Source: an optimization exercise on an open RTL-to-GDS flow (aim: small area, a short achievable clock period and few clock cycles per item). Production flows keep margins and buffers that such runs may drop. RTL that was checked went through simulation tests only; none was proved equivalent to the original.

== run 1 ==
Design elastic_alu, start of the top module:
module elastic_alu (
	input logic clk,
	input logic rst,
	input logic [31:0] lhs,
	input logic [3:0] lhs_op,
	input logic lhs_valid,
	output logic lhs_ready,
	input logic [31:0] rhs,
	input logic rhs_valid,
	output logic rhs_ready,
	output logic [31:0] result,
	output logic result_valid,
	input logic result_ready
);
Size in the first run: ~2,300 cells after synthesis, ~330 flip-flops, about 110 I/O pins, ~27,000 um2 of cells after synthesis.
==> flow/config.mk <==
export PLATFORM = sky130hd
export DESIGN_NAME = elastic_alu
export DESIGN_NICKNAME = elastic_alu
export VERILOG_FILES = /design/flow/design.v
export SDC_FILE = /design/flow/constraint.sdc
export NUM_CORES = 4
export LEC_CHECK = 0
export CAP_MARGIN = 20
export CORE_MARGIN = 2
export CORE_UTILIZATION = 40
export SLEW_MARGIN = 20
export SYNTH_HIERARCHICAL = 1
==> flow/constraint.sdc <==
create_clock -name core_clock -period 10.0 [get_ports {clk}]
set_input_delay 2.0000 -clock core_clock [delete_from_list [all_inputs] [get_ports {clk}]]
set_output_delay 2.0000 -clock core_clock [all_outputs]
set_load 0.01 [all_outputs]
standard.sh (not shown) runs the stock make flow with config.mk's settings and CLKGATE_MAP_FILE= SYNTH_SCRIPT=/design/flow/synth_recipe.tcl, a recipe that flattens the netlist after the stock synthesis.
==> flow/flow/run.sh <==
#!/bin/bash
set -euo pipefail
MARGIN=${MARGIN:-6.5}
sed "s/\"\\\${@:-finish}\"/SETUP_SLACK_MARGIN=$MARGIN \"\${@:-finish}\"/" standard.sh > flow/standard_margin.sh
grep -q "SETUP_SLACK_MARGIN=$MARGIN" flow/standard_margin.sh
bash flow/standard_margin.sh > make_flow.log 2>&1
==> flow/flow/standard_margin.sh <==
#!/bin/bash
# The standard flow's own layout of this design, on the ORFS make targets given (by default finish). After
# finish it leaves the final layout's DEF at /design/flow/out/final.def.
set -euo pipefail
make -C /OpenROAD-flow-scripts/flow DESIGN_CONFIG=/design/flow/config.mk WORK_HOME=/design/flow/orfs CLKGATE_MAP_FILE= SYNTH_SCRIPT=/design/flow/synth_recipe.tcl CAP_MARGIN=20 CORE_MARGIN=2 CORE_UTILIZATION=40 SLEW_MARGIN=20 SYNTH_HIERARCHICAL=1 SETUP_SLACK_MARGIN=6.5 "${@:-finish}"
if [[ -f /design/flow/orfs/results/sky130hd/elastic_alu/base/6_final.odb ]]; then
  : # left out here: write the final layout as DEF
fi
Run 1 finished every stage and its layout cleared the timing, design-rule and antenna checks.
Testbench counts of run 1, summed over its fixed seeds: cycles 16,024, items 16,000.
The inputs of run 2 differ from those of run 1 as listed below.
diff --git a/flow/design.v b/flow/design.v
--- a/flow/design.v
+++ b/flow/design.v
@@ -55,38 +55,20 @@
 		d_cin = (lhs_op == 4'd1) | (lhs_op == 4'd9) | (lhs_op == 4'd10) | (lhs_op == 4'd11) | (lhs_op == 4'd13);
 		d_sgn = (lhs_op == 4'd13) | (lhs_op == 4'd14);
 		d_ck = (lhs_op == 4'd9) ? 2'd1 : (lhs_op == 4'd10) ? 2'd2 :
 			((lhs_op >= 4'd11) & (lhs_op <= 4'd14)) ? 2'd3 : 2'd0;
 		for (int i = 0; i < 32; i++) begin
 			d_l[i] = d_rt ? lhs[31 - i] : lhs[i];
 		end
 	end
 	logic lv, rv, fire, adv;
 	logic [31:0] a_l, a_r;
-	logic [15:0] d_bo, d_bt, d_bn, d_so, d_st, r_bo, r_bt, r_bn, r_so, r_st;
-	logic [32:0] d_rr;
-	always_comb begin
-		d_rr = {rhs, 1'b0};
-		for (int j = 0; j < 16; j++) begin
-			d_bo[j] = d_rr[2*j+1] ^ d_rr[2*j];
-			d_bt[j] = (d_rr[2*j+2] & ~d_rr[2*j+1] & ~d_rr[2*j]) | (~d_rr[2*j+2] & d_rr[2*j+1] & d_rr[2*j]);
-			d_bn[j] = d_rr[2*j+2];
-			d_so[j] = (rhs[4:1] == j) & ~rhs[0];
-			d_st[j] = (rhs[4:1] == j) & rhs[0];
-		end
-	end
-	always_comb begin
-		for (int j = 0; j < 16; j++) begin
-			a_r[2*j+1] = r_bn[j];
-			a_r[2*j] = r_bo[j] ^ ((j == 0) ? 1'b0 : r_bn[(j == 0) ? 0 : j-1]);
-		end
-	end
 	logic a_mul, a_sh, a_one, a_addr, a_subr, a_and, a_or, a_xor, a_cin, a_sgn, a_rt, a_s;
 	logic [1:0] a_ck;
 	assign fire = lv & rv & adv;
 	assign lhs_ready = ~lv | fire;
 	assign rhs_ready = ~rv | fire;
 	always_ff @(posedge clk or posedge rst) begin
 		if (rst) begin
 			lv <= 1'b0;
 			rv <= 1'b0;
 		end else begin
@@ -105,36 +87,44 @@
 			a_and <= d_and;
 			a_or <= d_or;
 			a_xor <= d_xor;
 			a_cin <= d_cin;
 			a_sgn <= d_sgn;
 			a_rt <= d_rt;
 			a_s <= d_s;
 			a_ck <= d_ck;
 		end
 		if (rhs_ready) begin
-			r_bo <= d_bo;
-			r_bt <= d_bt;
-			r_bn <= d_bn;
-			r_so <= d_so;
-			r_st <= d_st;
+			a_r <= rhs;
 		end
 	end
 	logic [15:0] one, two, neg;
 	logic x0, x32;
 	logic [31:0] ad, fill;
+	logic [32:0] rr;
 	logic eq;
+	assign rr = {a_r, 1'b0};
 	always_comb begin
 		for (int j = 0; j < 16; j++) begin
-			one[j] = (a_mul & r_bo[j]) | (a_sh & r_so[j]) | ((j == 0) & a_one);
-			two[j] = (a_mul & r_bt[j]) | (a_sh & r_st[j]);
-			neg[j] = a_mul & r_bn[j];
+			if (a_mul) begin
+				one[j] = rr[2*j+1] ^ rr[2*j];
+				two[j] = (rr[2*j+2] & ~rr[2*j+1] & ~rr[2*j]) | (~rr[2*j+2] & rr[2*j+1] & rr[2*j]);
+				neg[j] = rr[2*j+2];
+			end else if (a_sh) begin
+				one[j] = (a_r[4:1] == j) & ~a_r[0];
+				two[j] = (a_r[4:1] == j) & a_r[0];
+				neg[j] = 1'b0;
+			end else begin
+				one[j] = (j == 0) & a_one;
+				two[j] = 1'b0;
+				neg[j] = 1'b0;
+			end
 		end
 		x0 = a_mul ? neg[0] : a_cin;
 		x32 = (a_ck != 2'd0) & ~(a_sgn & (a_l[31] ^ a_r[31]));
 		for (int i = 0; i < 32; i++) begin
 			fill[i] = a_s & (i < a_r[4:0]);
 		end
 		ad = ({32{a_addr}} & a_r) | ({32{a_subr}} & ~a_r) | ({32{a_and}} & (a_l & a_r)) |
 			({32{a_or}} & (a_l | a_r)) | ({32{a_xor}} & (a_l ^ a_r)) | fill;
 		eq = (a_l == a_r);
 	end
### Flow results
Measured against each other, run 1 and run 2 differ in relative area change from synthesis to final layout, the higher figure coming from run 2.
[compare] base=run 1 new=run 2: count of clock-net buffers in the final layout -16%; die area fell 6.0%; count of standard-cell rows shows a reduction of 3; share of the cycle needed by the critical path after routing higher; number of nets at the end of the flow picked up an extra about 0.9%.
Cmp run 1 and run 2 / share of synthesized cell area in full adder, half adder and majority cells / lower: run 1
Total via count in the routed design: run 1 vs run 2, no meaningful difference
For run 2, only the layout was checked, not whether the RTL still works.

-- separate check: timing with driven ports --
No port has a modelled driver above. Below, the same layouts with a new extraction and two added sets of constraints. Step 1 (the two cells are an assumption about what drives the block):
set clk [get_ports {clk}]
set_driving_cell -lib_cell sky130_fd_sc_hd__clkbuf_16 $clk
set_driving_cell -lib_cell sky130_fd_sc_hd__buf_2 [delete_from_list [all_inputs] $clk]
Step 2 moves the port delays by t, midway between the first and last clock arrival at a register: inputs arrive t later, outputs are due t later. That takes back most of the time a late clock gives input paths. Slacks: no drivers / after step 1 / after step 2; pairs: no drivers / after step 1.
run | t, ns | setup slack, ns | worst setup path after step 2 | slew at the worst register clock pin (ns) | worst slew at a driven data input, ns
run 1 | 0.629 | 6.051 / 6.051 / 6.051 | register to register | 0.07 / 0.07 | 0.05
run 2 | 0.673 | 5.882 / 5.882 / 5.882 | register to register | 0.07 / 0.07 | 0.06
After both steps every run listed still meets setup and hold.
